From an optimization exercise on the open Yosys and OpenROAD flow, aimed at small area and a short achievable clock period; shortcuts taken in it are not production practice.
Function was checked by simulation only, so behaviour that the tests miss may differ from the original.
Power is estimated from default activity; no workload was simulated.

===== design/flow/design.v =====
`timescale 1ns/1ps
module inst_decode (
	input  logic [32-1:0]       inst,
	output logic [1:0]             unit,      
	output logic [2:0]             alu_op,    
	output logic [5-1:0] rd,
	output logic [5-1:0] rs1,
	output logic [5-1:0] rs2,
	output logic [32-1:0]       imm,       
	output logic                   use_imm    
);
	localparam logic [6:0] OPC_OP     = 7'b0110011;   
	localparam logic [6:0] OPC_OP_IMM = 7'b0010011;   
	localparam logic [6:0] F7_BASE    = 7'b0000000;
	localparam logic [6:0] F7_ALT     = 7'b0100000;   
	localparam logic [6:0] F7_MULDIV  = 7'b0000001;   
	logic [6:0] opcode;
	logic [2:0] funct3;
	logic [6:0] funct7;
	assign opcode = inst[6:0];
	assign funct3 = inst[14:12];
	assign funct7 = inst[31:25];
	assign rd  = inst[11:7];
	assign rs1 = inst[19:15];
	assign rs2 = inst[24:20];
	assign imm = {{20{inst[31]}}, inst[31:20]};   
	always_comb begin
		unit    = 2'd0;                             
		alu_op  = 3'd0;
		use_imm = 1'b0;
		case (opcode)
			OPC_OP: begin
				if (funct7 == F7_MULDIV && funct3 == 3'b000) begin
					unit = 2'd2;                       
				end else if (funct7 == F7_ALT && funct3 == 3'b000) begin
					unit   = 2'd1;                     
					alu_op = 3'd1;
				end else if (funct7 == F7_BASE) begin
					case (funct3)
						3'b000:  begin unit = 2'd1; alu_op = 3'd0; end
						3'b111:  begin unit = 2'd1; alu_op = 3'd2; end
						3'b110:  begin unit = 2'd1; alu_op = 3'd3; end
						3'b100:  begin unit = 2'd1; alu_op = 3'd4; end
						default: unit = 2'd0;           
					endcase
				end
			end
			OPC_OP_IMM: begin
				if (funct3 == 3'b000) begin          
					unit    = 2'd1;
					alu_op  = 3'd0;
					use_imm = 1'b1;
				end
			end
			default: unit = 2'd0;
		endcase
	end
endmodule
`timescale 1ns/1ps
module tag_regfile (
	input  logic                   clk,
	input  logic                   rst_n,
	input  logic [5-1:0] rs1,
	input  logic [5-1:0] rs2,
	output logic [3-1:0]      op_a_tag,
	output logic [32-1:0]       op_a_val,
	output logic [3-1:0]      op_b_tag,
	output logic [32-1:0]       op_b_val,
	input  logic                   rename,       
	input  logic [5-1:0] rd,
	input  logic [3-1:0]      rename_tag,
	input  logic                   cdb_valid,
	input  logic [3-1:0]      cdb_tag,
	input  logic [32-1:0]       cdb_value,
	input  logic [5-1:0] rd_addr,      
	output logic [32-1:0]       rd_data,
	output logic                   pending       
);
	localparam int NREG = 1 << 5;
	logic [3-1:0] reg_tag [0:NREG-1];   
	logic [32-1:0]  reg_val [0:NREG-1];
	always_comb begin
		op_a_tag = reg_tag[rs1];
		op_a_val = reg_val[rs1];
		if (cdb_valid && op_a_tag != '0 && op_a_tag == cdb_tag) begin
			op_a_tag = '0;                       
			op_a_val = cdb_value;
		end
		op_b_tag = reg_tag[rs2];
		op_b_val = reg_val[rs2];
		if (cdb_valid && op_b_tag != '0 && op_b_tag == cdb_tag) begin
			op_b_tag = '0;
			op_b_val = cdb_value;
		end
	end
	assign rd_data = reg_val[rd_addr];
	always_comb begin
		pending = 1'b0;
		for (int i = 0; i < NREG; i++) begin
			pending = pending | (|reg_tag[i]);
		end
	end
	always_ff @(posedge clk) begin
		if (!rst_n) begin
			for (int i = 0; i < NREG; i++) begin
				reg_tag[i] <= '0;
				reg_val[i] <= '0;
			end
		end else begin
			for (int i = 1; i < NREG; i++) begin        
				if (cdb_valid && reg_tag[i] != '0 && reg_tag[i] == cdb_tag) begin
					reg_val[i] <= cdb_value;
					reg_tag[i] <= '0;
				end
				if (rename && rd == i[5-1:0]) begin
					reg_tag[i] <= rename_tag;                
				end
			end
		end
	end
endmodule
`timescale 1ns/1ps
module rs_bank #(
	parameter int TAG_BASE = 1
) (
	input  logic              clk,
	input  logic              rst_n,
	input  logic              issue,
	input  logic [2:0]        op,
	input  logic [3-1:0] a_tag,
	input  logic [32-1:0]  a_val,
	input  logic [3-1:0] b_tag,
	input  logic [32-1:0]  b_val,
	output logic [3-1:0] issue_tag,
	output logic              all_busy,
	output logic              empty,
	input  logic              cdb_valid,
	input  logic [3-1:0] cdb_tag,
	input  logic [32-1:0]  cdb_value,
	input  logic              accept,      
	output logic              req_valid,
	output logic [3-1:0] req_tag,     
	output logic [2:0]        req_op,
	output logic [32-1:0]  req_a,
	output logic [32-1:0]  req_b
);
	localparam int N     = 2;
	localparam int IDX_W = (N > 1) ? $clog2(N) : 1;
	logic [N-1:0]      busy;         
	logic [N-1:0]      dispatched;   
	logic [N-1:0]      ready;
	logic [2:0]        ent_op    [0:N-1];
	logic [3-1:0] ent_a_tag [0:N-1];
	logic [32-1:0]  ent_a_val [0:N-1];
	logic [3-1:0] ent_b_tag [0:N-1];
	logic [32-1:0]  ent_b_val [0:N-1];
	logic [IDX_W-1:0]  free_idx;
	logic [IDX_W-1:0]  disp_idx;
	logic              has_free;
	logic              has_ready;
	always_comb begin
		has_free  = 1'b0;
		has_ready = 1'b0;
		free_idx  = '0;
		disp_idx  = '0;
		for (int i = N - 1; i >= 0; i--) begin        
			ready[i] = busy[i] & ~dispatched[i] & (ent_a_tag[i] == '0) & (ent_b_tag[i] == '0);
			if (!busy[i]) begin
				has_free = 1'b1;
				free_idx = i[IDX_W-1:0];
			end
			if (ready[i]) begin
				has_ready = 1'b1;
				disp_idx  = i[IDX_W-1:0];
			end
		end
	end
	assign req_valid = has_ready & accept;
	assign req_tag   = 3'(TAG_BASE) + 3'(disp_idx);
	assign req_op    = ent_op[disp_idx];
	assign req_a     = ent_a_val[disp_idx];
	assign req_b     = ent_b_val[disp_idx];
	assign issue_tag = 3'(TAG_BASE) + 3'(free_idx);
	assign all_busy  = ~has_free;
	assign empty     = ~|busy;
	always_ff @(posedge clk) begin
		if (!rst_n) begin
			busy       <= '0;
			dispatched <= '0;
		end else begin
			for (int i = 0; i < N; i++) begin
				if (cdb_valid && cdb_tag == 3'(TAG_BASE + i)) begin
					busy[i]       <= 1'b0;              
					dispatched[i] <= 1'b0;
				end else if (req_valid && disp_idx == i[IDX_W-1:0]) begin
					dispatched[i] <= 1'b1;
				end
			end
			if (issue && has_free) begin
				busy[free_idx]       <= 1'b1;
				dispatched[free_idx] <= 1'b0;
			end
		end
	end
	always_ff @(posedge clk) begin
		for (int i = 0; i < N; i++) begin
			if (issue && has_free && free_idx == i[IDX_W-1:0]) begin
				ent_op[i]    <= op;
				ent_a_tag[i] <= a_tag;
				ent_a_val[i] <= a_val;
				ent_b_tag[i] <= b_tag;
				ent_b_val[i] <= b_val;
			end else begin
				if (cdb_valid && ent_a_tag[i] != '0 && ent_a_tag[i] == cdb_tag) begin
					ent_a_tag[i] <= '0;
					ent_a_val[i] <= cdb_value;
				end
				if (cdb_valid && ent_b_tag[i] != '0 && ent_b_tag[i] == cdb_tag) begin
					ent_b_tag[i] <= '0;
					ent_b_val[i] <= cdb_value;
				end
			end
		end
	end
endmodule
`timescale 1ns/1ps
module alu_unit (
	input  logic              clk,
	input  logic              rst_n,
	input  logic              issue,
	input  logic [2:0]        op,
	input  logic [3-1:0] a_tag,
	input  logic [32-1:0]  a_val,
	input  logic [3-1:0] b_tag,
	input  logic [32-1:0]  b_val,
	output logic [3-1:0] issue_tag,
	output logic              all_busy,
	input  logic              cdb_valid,
	input  logic [3-1:0] cdb_tag,
	input  logic [32-1:0]  cdb_value,
	input  logic              alu_grant,    
	output logic              res_valid,
	output logic [3-1:0] res_tag,
	output logic [32-1:0]  res_value,
	output logic              empty
);
	logic              req_valid;
	logic [3-1:0] req_tag;
	logic [2:0]        req_op;
	logic [32-1:0]  req_a;
	logic [32-1:0]  req_b;
	logic [32-1:0]  alu_val;
	logic              accept;
	assign accept = ~res_valid | alu_grant;   
	rs_bank #(.TAG_BASE(1)) u_rs_bank (
		.clk(clk), .rst_n(rst_n), .issue(issue), .op(op),
		.a_tag(a_tag), .a_val(a_val), .b_tag(b_tag), .b_val(b_val),
		.issue_tag(issue_tag), .all_busy(all_busy), .empty(empty),
		.cdb_valid(cdb_valid), .cdb_tag(cdb_tag), .cdb_value(cdb_value),
		.accept(accept), .req_valid(req_valid), .req_tag(req_tag),
		.req_op(req_op), .req_a(req_a), .req_b(req_b)
	);
	always_comb begin
		case (req_op)
			3'd1:    alu_val = req_a - req_b;   
			3'd2:    alu_val = req_a & req_b;   
			3'd3:    alu_val = req_a | req_b;   
			3'd4:    alu_val = req_a ^ req_b;   
			default: alu_val = req_a + req_b;   
		endcase
	end
	always_ff @(posedge clk) begin
		if (!rst_n) begin
			res_valid <= 1'b0;
		end else if (req_valid) begin
			res_valid <= 1'b1;
		end else if (alu_grant) begin
			res_valid <= 1'b0;
		end
	end
	always_ff @(posedge clk) begin
		if (rst_n && req_valid) begin
			res_tag   <= req_tag;
			res_value <= alu_val;
		end
	end
endmodule
`timescale 1ns/1ps
module mul_unit (
	input  logic              clk,
	input  logic              rst_n,
	input  logic              issue,
	input  logic [2:0]        op,
	input  logic [3-1:0] a_tag,
	input  logic [32-1:0]  a_val,
	input  logic [3-1:0] b_tag,
	input  logic [32-1:0]  b_val,
	output logic [3-1:0] issue_tag,
	output logic              all_busy,
	input  logic              cdb_valid,
	input  logic [3-1:0] cdb_tag,
	input  logic [32-1:0]  cdb_value,
	output logic              res_valid,    
	output logic [3-1:0] res_tag,
	output logic [32-1:0]  res_value,
	output logic              empty
);
	localparam int S = 3;
	logic              req_valid;
	logic [3-1:0] req_tag;
	logic [2:0]        req_op;
	logic [32-1:0]  req_a;
	logic [32-1:0]  req_b;
	logic [S-1:0]      pipe_valid;
	logic [3-1:0] pipe_tag [0:S-1];
	logic [32-1:0]  pipe_val [0:S-1];
	rs_bank #(.TAG_BASE(3)) u_rs_bank (
		.clk(clk), .rst_n(rst_n), .issue(issue), .op(op),
		.a_tag(a_tag), .a_val(a_val), .b_tag(b_tag), .b_val(b_val),
		.issue_tag(issue_tag), .all_busy(all_busy), .empty(empty),
		.cdb_valid(cdb_valid), .cdb_tag(cdb_tag), .cdb_value(cdb_value),
		.accept(1'b1), .req_valid(req_valid), .req_tag(req_tag),
		.req_op(req_op), .req_a(req_a), .req_b(req_b)
	);
	always_ff @(posedge clk) begin
		if (!rst_n) begin
			pipe_valid <= '0;
		end else begin
			pipe_valid[0] <= req_valid;
			for (int k = 1; k < S; k++) begin
				pipe_valid[k] <= pipe_valid[k-1];
			end
		end
	end
	always_ff @(posedge clk) begin
		pipe_tag[0] <= req_tag;
		pipe_val[0] <= req_a * req_b;   
		for (int k = 1; k < S; k++) begin
			pipe_tag[k] <= pipe_tag[k-1];
			pipe_val[k] <= pipe_val[k-1];
		end
	end
	assign res_valid = pipe_valid[S-1];
	assign res_tag   = pipe_tag[S-1];
	assign res_value = pipe_val[S-1];
endmodule
`timescale 1ns/1ps
module cdb_arbiter (
	input  logic              clk,
	input  logic              rst_n,
	input  logic              mul_valid,    
	input  logic [3-1:0] mul_tag,
	input  logic [32-1:0]  mul_value,
	input  logic              alu_valid,    
	input  logic [3-1:0] alu_tag,
	input  logic [32-1:0]  alu_value,
	output logic              alu_grant,
	output logic              cdb_valid,
	output logic [3-1:0] cdb_tag,
	output logic [32-1:0]  cdb_value
);
	assign alu_grant = alu_valid & ~mul_valid;
	always_ff @(posedge clk) begin
		if (!rst_n) begin
			cdb_valid <= 1'b0;
		end else if (mul_valid) begin
			cdb_valid <= 1'b1;
		end else if (alu_grant) begin
			cdb_valid <= 1'b1;
		end else begin
			cdb_valid <= 1'b0;      
		end
	end
	always_ff @(posedge clk) begin
		if (rst_n && mul_valid) begin
			cdb_tag   <= mul_tag;
			cdb_value <= mul_value;
		end else if (rst_n && alu_grant) begin
			cdb_tag   <= alu_tag;
			cdb_value <= alu_value;
		end
	end
endmodule
`timescale 1ns/1ps
module tomasulo_core (
	input  logic                   clk,
	input  logic                   rst_n,
	input  logic                   inst_valid,    
	input  logic [32-1:0]       inst,
	output logic                   issue_full,    
	output logic                   busy,
	output logic                   cdb_valid,
	output logic [3-1:0]      cdb_tag,
	output logic [32-1:0]       cdb_value,
	input  logic [5-1:0] reg_rd_addr,
	output logic [32-1:0]       reg_rd_data
);
	logic [1:0]             dec_unit;
	logic [2:0]             dec_alu_op;
	logic [5-1:0] dec_rd, dec_rs1, dec_rs2;
	logic [32-1:0]       dec_imm;
	logic                   dec_use_imm;
	logic [3-1:0]      op_a_tag, op_b_tag, op_b_sel_tag;
	logic [32-1:0]       op_a_val, op_b_val, op_b_sel_val;
	logic                   issue_go, alu_issue, mul_issue;
	logic [3-1:0]      alu_tag, mul_tag, rename_tag;
	logic                   alu_all_busy, mul_all_busy;
	logic                   alu_empty, mul_empty;
	logic                   alu_grant, pending;
	logic                   alu_res_valid, mul_res_valid;
	logic [3-1:0]      alu_res_tag, mul_res_tag;
	logic [32-1:0]       alu_res_value, mul_res_value;
	assign issue_full   = (dec_unit == 2'd1 && alu_all_busy) || (dec_unit == 2'd2 && mul_all_busy);
	assign issue_go     = inst_valid & ~issue_full & (dec_unit != 2'd0);
	assign alu_issue    = issue_go & (dec_unit == 2'd1);
	assign mul_issue    = issue_go & (dec_unit == 2'd2);
	assign rename_tag   = (dec_unit == 2'd2) ? mul_tag : alu_tag;
	assign op_b_sel_tag = dec_use_imm ? '0 : op_b_tag;         
	assign op_b_sel_val = dec_use_imm ? dec_imm : op_b_val;
	assign busy         = ~alu_empty | ~mul_empty | pending;
	inst_decode u_inst_decode (
		.inst(inst), .unit(dec_unit), .alu_op(dec_alu_op), .rd(dec_rd),
		.rs1(dec_rs1), .rs2(dec_rs2), .imm(dec_imm), .use_imm(dec_use_imm)
	);
	tag_regfile u_tag_regfile (
		.clk(clk), .rst_n(rst_n), .rs1(dec_rs1), .rs2(dec_rs2),
		.op_a_tag(op_a_tag), .op_a_val(op_a_val),
		.op_b_tag(op_b_tag), .op_b_val(op_b_val),
		.rename(issue_go), .rd(dec_rd), .rename_tag(rename_tag),
		.cdb_valid(cdb_valid), .cdb_tag(cdb_tag), .cdb_value(cdb_value),
		.rd_addr(reg_rd_addr), .rd_data(reg_rd_data), .pending(pending)
	);
	alu_unit u_alu_unit (
		.clk(clk), .rst_n(rst_n), .issue(alu_issue), .op(dec_alu_op),
		.a_tag(op_a_tag), .a_val(op_a_val), .b_tag(op_b_sel_tag), .b_val(op_b_sel_val),
		.issue_tag(alu_tag), .all_busy(alu_all_busy),
		.cdb_valid(cdb_valid), .cdb_tag(cdb_tag), .cdb_value(cdb_value),
		.alu_grant(alu_grant), .res_valid(alu_res_valid), .res_tag(alu_res_tag),
		.res_value(alu_res_value), .empty(alu_empty)
	);
	mul_unit u_mul_unit (
		.clk(clk), .rst_n(rst_n), .issue(mul_issue), .op(dec_alu_op),
		.a_tag(op_a_tag), .a_val(op_a_val), .b_tag(op_b_tag), .b_val(op_b_val),
		.issue_tag(mul_tag), .all_busy(mul_all_busy),
		.cdb_valid(cdb_valid), .cdb_tag(cdb_tag), .cdb_value(cdb_value),
		.res_valid(mul_res_valid), .res_tag(mul_res_tag), .res_value(mul_res_value),
		.empty(mul_empty)
	);
	cdb_arbiter u_cdb_arbiter (
		.clk(clk), .rst_n(rst_n),
		.mul_valid(mul_res_valid), .mul_tag(mul_res_tag), .mul_value(mul_res_value),
		.alu_valid(alu_res_valid), .alu_tag(alu_res_tag), .alu_value(alu_res_value),
		.alu_grant(alu_grant),
		.cdb_valid(cdb_valid), .cdb_tag(cdb_tag), .cdb_value(cdb_value)
	);
endmodule

===== design/flow/run.sh =====
#!/bin/bash
# synth_recipe.tcl (not shown) runs the flow's synth.tcl, then flattens the netlist and writes it again
# the make line also repeats each setting of config.mk as NAME=value (left out here)
make -C /OpenROAD-flow-scripts/flow DESIGN_CONFIG=/design/flow/config.mk WORK_HOME=/design/flow/orfs CLKGATE_MAP_FILE= SYNTH_SCRIPT=/design/flow/synth_recipe.tcl finish

===== design/flow/config.mk =====
export PLATFORM = sky130hd
export DESIGN_NAME = tomasulo_core
export DESIGN_NICKNAME = tomasulo_core
export VERILOG_FILES = /design/flow/design.v
export SDC_FILE = /design/flow/constraint.sdc
export NUM_CORES = 8
export LEC_CHECK = 0
export CAP_MARGIN = 20
export CELL_PAD_IN_SITES_DETAIL_PLACEMENT = 1
export CELL_PAD_IN_SITES_GLOBAL_PLACEMENT = 2
export CORE_MARGIN = 2
export CORE_UTILIZATION = 35
export PLACE_DENSITY = 0.5
export SLEW_MARGIN = 20

===== design/flow/constraint.sdc =====
create_clock -name core_clock -period 11.0 [get_ports {clk}]
set_input_delay 2.2000 -clock core_clock [delete_from_list [all_inputs] [get_ports {clk}]]
set_output_delay 2.2000 -clock core_clock [all_outputs]
set_load 0.01 [all_outputs]

==> out/qor_table.md <==
| Item | This run | Unit |
|:---|:---|:---|
| Static leakage | 0.03844 | µW |
| Wire length of the first global-routing pass | 920,300 | µm |
| Synth unique cells | 91 | - |
| Post-synth top area share | 0.2436 | - |
| Top post-synthesis cells by area | dfxtp_1 (24%), edfxtp_1 (11%), nand2_1 (9.8%), a22oi_1 (9.2%), fa_1 (8.3%) | - |
| Filler cell count in the final layout | 31,880 | - |
| Synthesized area per cell | 8.624 | µm² |
| Destination of the worst register-to-register timing path | u_mul_unit.pipe_val[0][31] | - |
| Area taken by multi-input logic gates | 0.06003 | mm² |
| Pin slew with the least headroom to its limit | 1.360 | ns |
| Synth Cell Area | 0.09863 | mm² |
| Area growth from synthesis to layout | 13.75 | % |
| Synth async-reset ratio | 0 | - |
| Detailed-route vias per instance | 7.058 | - |
| Critical path's slowest cell | nor2_4 | - |
| Average wire per standard cell | 46.09 | µm |
| Aggregate negative setup slack | 0 | ns |
| Initial antenna violation count | 91 | - |
| Final worst-path cycle share | 0.8758 | - |
| Number of global-route vias before repair | 101,000 | - |
| TritonCTS clock tree | built | - |
| Fin crit period | 9.634 | ns |
| Synthesized instance count | 11,440 | - |
| Num CTS Buffers | 194 | - |
| Required arrival time at the worst endpoint | 11.80 | ns |
| Main flop type after synthesis | dfxtp_1 | - |
| Fraction of layout cells with a size suffix above 1 | 0.1039 | - |
| Setup violation total in the final timing report | 0 | - |
| Residual DRC | 0 | - |
| Register bit total from synthesis | 1,555 | - |
| Hold/Removal Path Class | register to register | - |
| Highest net fanout along the worst path | 16 | - |
| Crit path max-delay family | adder cells | - |
| Status | timing/DRC/antenna clean | - |
| Hold Path End | u_mul_unit.pipe_val[1][31] | - |
| Portion of the post-synthesis area used by sequential elements | 0.3517 | - |
| Final #Nets | 11,850 | - |
| Half-perimeter wire length after placement | 435,600 | µm |
| Storage cell area | 0.03468 | mm² |
| Effective utilization at floorplan | 0.3524 | - |
| Commonest cells after routing, fill and taps aside | nand2_1 (2,582), a22oi_1 (1,203), dfxtp_1 (1,199) | - |
| Number of nets with antenna violations after routing | 0 | - |
| R2R setup slack | 1.37 | ns |
| CTS max path bufs | 4 | - |
| Post-route worst hold slack | 0.3177 | ns |
| Root buffer cell | clkbuf_16 | - |
| Depth of the worst hold-timing path | 0 | - |
| Overflow left after global routing | 0 | - |
| Final Slew Violations | 0 | - |
| Number of gates resized after cts | 0 | - |
| Cts-stage hold buffer count | 0 | - |
| Overall via count from detail_route | 107,000 | - |
| Crit end category | register | - |
| Delay of the slowest critical-path stage | 0.76 | ns |
| Source of the critical timing path | u_mul_unit.u_rs_bank.ent_b_tag[1][0] | - |
| Crit Reg-Reg Startpoint | u_mul_unit.u_rs_bank.ent_b_tag[1][0] | - |
| Max H-tree Level | 4 | - |
| Worst Setup Slack, final | 1.366 | ns |
| Final weighted congestion of routability-driven global placement | 1.005 | - |
| Cell type with the highest aggregate area in the netlist | dfxtp_1 | - |
| Die ar. | 0.2861 | mm² |
| Combined buffer and inverter count along the critical path | 4 | - |
| GRT Resource Usage Total | 0.4711 | - |
| Die Height | 534.8 | µm |
| Final Hold Vio Count | 0 | - |
| PnR Total Power | 13,310 | µW |
| I/O pin total | 110 | - |
| Max_cap viols | 0 | - |
| Power density over the cells | 118.6 | mW/mm² |
| Setup repair after global routing missed its margin | no | - |
| Routed Wire Length | 698,500 | µm |
| Max_slew headroom | 0.09350 | - |
| Number of flops mapped to enable cells by yosys | 355 | - |
| Total setup buffers inserted after CTS | 0 | - |
| Share of the core filled with cells in the final layout | 0.4009 | - |
| Setup skew after layout | 0.08509 | ns |
| Number of clock sinks | 1,555 | - |
| Die X-Extent | 534.8 | µm |
| Signal arrival time at the worst endpoint | 10.44 | ns |
| Critical Path Start Type | register | - |
| Maximum vdd ir drop | 0.1396 | mV |
| Type of the worst setup path | register to register | - |
| Most frequent standard cell in the layout excluding fill and tap cells | nand2_1 | - |
| R2R cell count | 28 | - |
| Worst hold path startpoint | u_mul_unit.pipe_val[0][31] | - |
| Post-Syn Nets | 12,110 | - |
| Max Clk Rate | 0.1038 | GHz |
| Drt initial violations | 19,050 | - |
| Syn. warnings | 21 | - |
| IO Port Bufs | 109 | - |
| Std cell rows | 194 | - |
| Clock-pin transition on the worst setup and hold timing paths | 0.07 | ns |
| Count of TritonRoute iterations in the first routing pass | 12 | - |
| Area of the core region | 0.2799 | mm² |
| Worst Setup Slack post-DPL | 1.426 | ns |
| Largest net degree at the start of global routing | 250 | - |
| Most frequent cell on the critical path | fa_1 | - |
| Clock network latency to the later pin of the worst-skew pair | 0.95 | ns |
## worst max path at each step
stage | slack (ns) | end | depth (start not counted)
after floorplan | 2.34 | u_mul_unit.pipe_val[0][31] | 30
after global placement | 1.32 | u_mul_unit.pipe_val[0][31] | 28
after detailed placement | 1.43 | u_mul_unit.pipe_val[0][31] | 28
after CTS | 1.29 | u_mul_unit.pipe_val[0][31] | 28
after global routing | 0.84 | u_mul_unit.pipe_val[0][31] | 28
final | 1.37 | u_mul_unit.pipe_val[0][31] | 28
## metrics by stage
stage,instance area (µm²),cells
final,112200,15160
after global routing,112000,15090
after CTS,111800,15060
after detailed placement,105000,14710
after global placement,104900,14700
after floorplan,98630,11440
## worst reg2reg max path: cells and delay by family (launching register included)
kind | cells | cell delay, ns
adder cells (fa/ha/maj) | 9 | 3.79
AND/OR/NAND/NOR | 6 | 2.17
AO/OA/AOI/OAI | 7 | 1.98
multiplexers | 1 | 0.56
buffers and inverters | 4 | 0.51
flip-flops | 1 | 0.40
XOR/XNOR | 1 | 0.15
## metal layers
layer,GRT usage,share of wire,vias up
met5,0.01382,0.0013,-
met4,0.3399,0.088,49
met3,0.1902,0.13,3119
met2,0.6649,0.41,9332
met1,0.5759,0.37,54300
li1,-,-,40170
## power by group
part	total [µW]	switching, µW	internal (µW)
logic	471	371	100
registers	5810	0.441	5810
clock network	7030	2910	4120
## registers in the layout, summed over array words and instances (netlist names), 32 cells and up
signal	flops
u_tag_regfile.reg_val	992
u_mul_unit.u_rs_bank.ent_b_val	64
u_alu_unit.u_rs_bank.ent_a_val	64
u_tag_regfile.reg_tag	93
u_alu_unit.u_rs_bank.ent_b_val	64
u_cdb_arbiter.cdb_value	32
u_alu_unit.res_value	32
u_mul_unit.u_rs_bank.ent_a_val	64
u_mul_unit.pipe_val	96
## synth_stat cells (10+ instances only)
cell / instances
o21a_1: 19
dfxtp_1: 1200
nand3b_1: 21
buf_2: 47
mux2_4: 15
a22oi_1: 1203
mux2_1: 12
fa_1: 409
a221oi_1: 91
nor2b_1: 104
nor2_1: 606
a22o_1: 97
mux2_2: 238
nor3_1: 92
or2_2: 10
o21ai_0: 149
or4_1: 69
and2_1: 100
buf_4: 19
and3_1: 29
xnor2_1: 171
xor2_1: 71
clkbuf_1: 824
nand2_1: 2583
a21boi_0: 934
mux2i_1: 204
edfxtp_1: 355
a31oi_1: 37
o221ai_1: 23
and4_1: 23
a21o_1: 31
nand3_1: 250
a211oi_1: 13
nand4_1: 169
nand2b_1: 56
nor3b_1: 18
ha_1: 219
a222oi_1: 94
nor4_1: 40
or3_1: 55
a21oi_1: 126
buf_1: 49
inv_1: 371
o22ai_1: 58
## area by class of cell
class                           instances  area share
Timing Repair Buffer                  500     0.03978
Tap cell                             3724     0.04153
Clock inverter                         76    0.009792
Inverter                              371     0.01243
Clock buffer                          278     0.05033
Sequential cell                      1555      0.3091
Multi-Input combinational cell       8563      0.5350
Antenna cell                           88    0.001963
## cell families (layout without fill, tap and decap cells)
| group | Yosys count | in the layout | synth area share |
|---|---|---|---|
| adders and majority gates | 628 | 628 | 0.1108 |
| muxes | 471 | 471 | 0.05199 |
| xor gates and xnor gates | 242 | 242 | 0.02149 |
| buffers and inverters | 1319 | 1225 | 0.05220 |
| DFF | 1555 | 1555 | 0.3517 |
| AOI/OAI and AO/OA | 2951 | 2951 | 0.2228 |
| and+or+nand+nor | 4271 | 4271 | 0.1891 |
| other | 0 | 88 | 0 |

[port drivers added, routing unchanged]
The flow's constraints put no driver on any port. The routed layout listed below was extracted and timed again, unchanged, in two steps.
Step 1 assumes that a clkbuf_16 drives the clock port and a buf_2 every other input.
Step 2 times the ports against the registers' clock, not the clock port: input delays grow and output delays shrink by t, the midpoint of the rising clock arrivals with the driver on.
a / b / c = ideal / step 1 / step 2; a / b = the first two.
shift t [ns]: 1.031
slack for setup (ns): 1.366 / 1.366 / 1.366
latest minus earliest clock arrival (ns): 0.091 / 0.090
worst data-port slew with drivers (ns): 0.07
After both steps this run still meets setup and hold. The setup slack of this run moves by 0.000 ns with the drivers and by 0.000 ns with both steps.
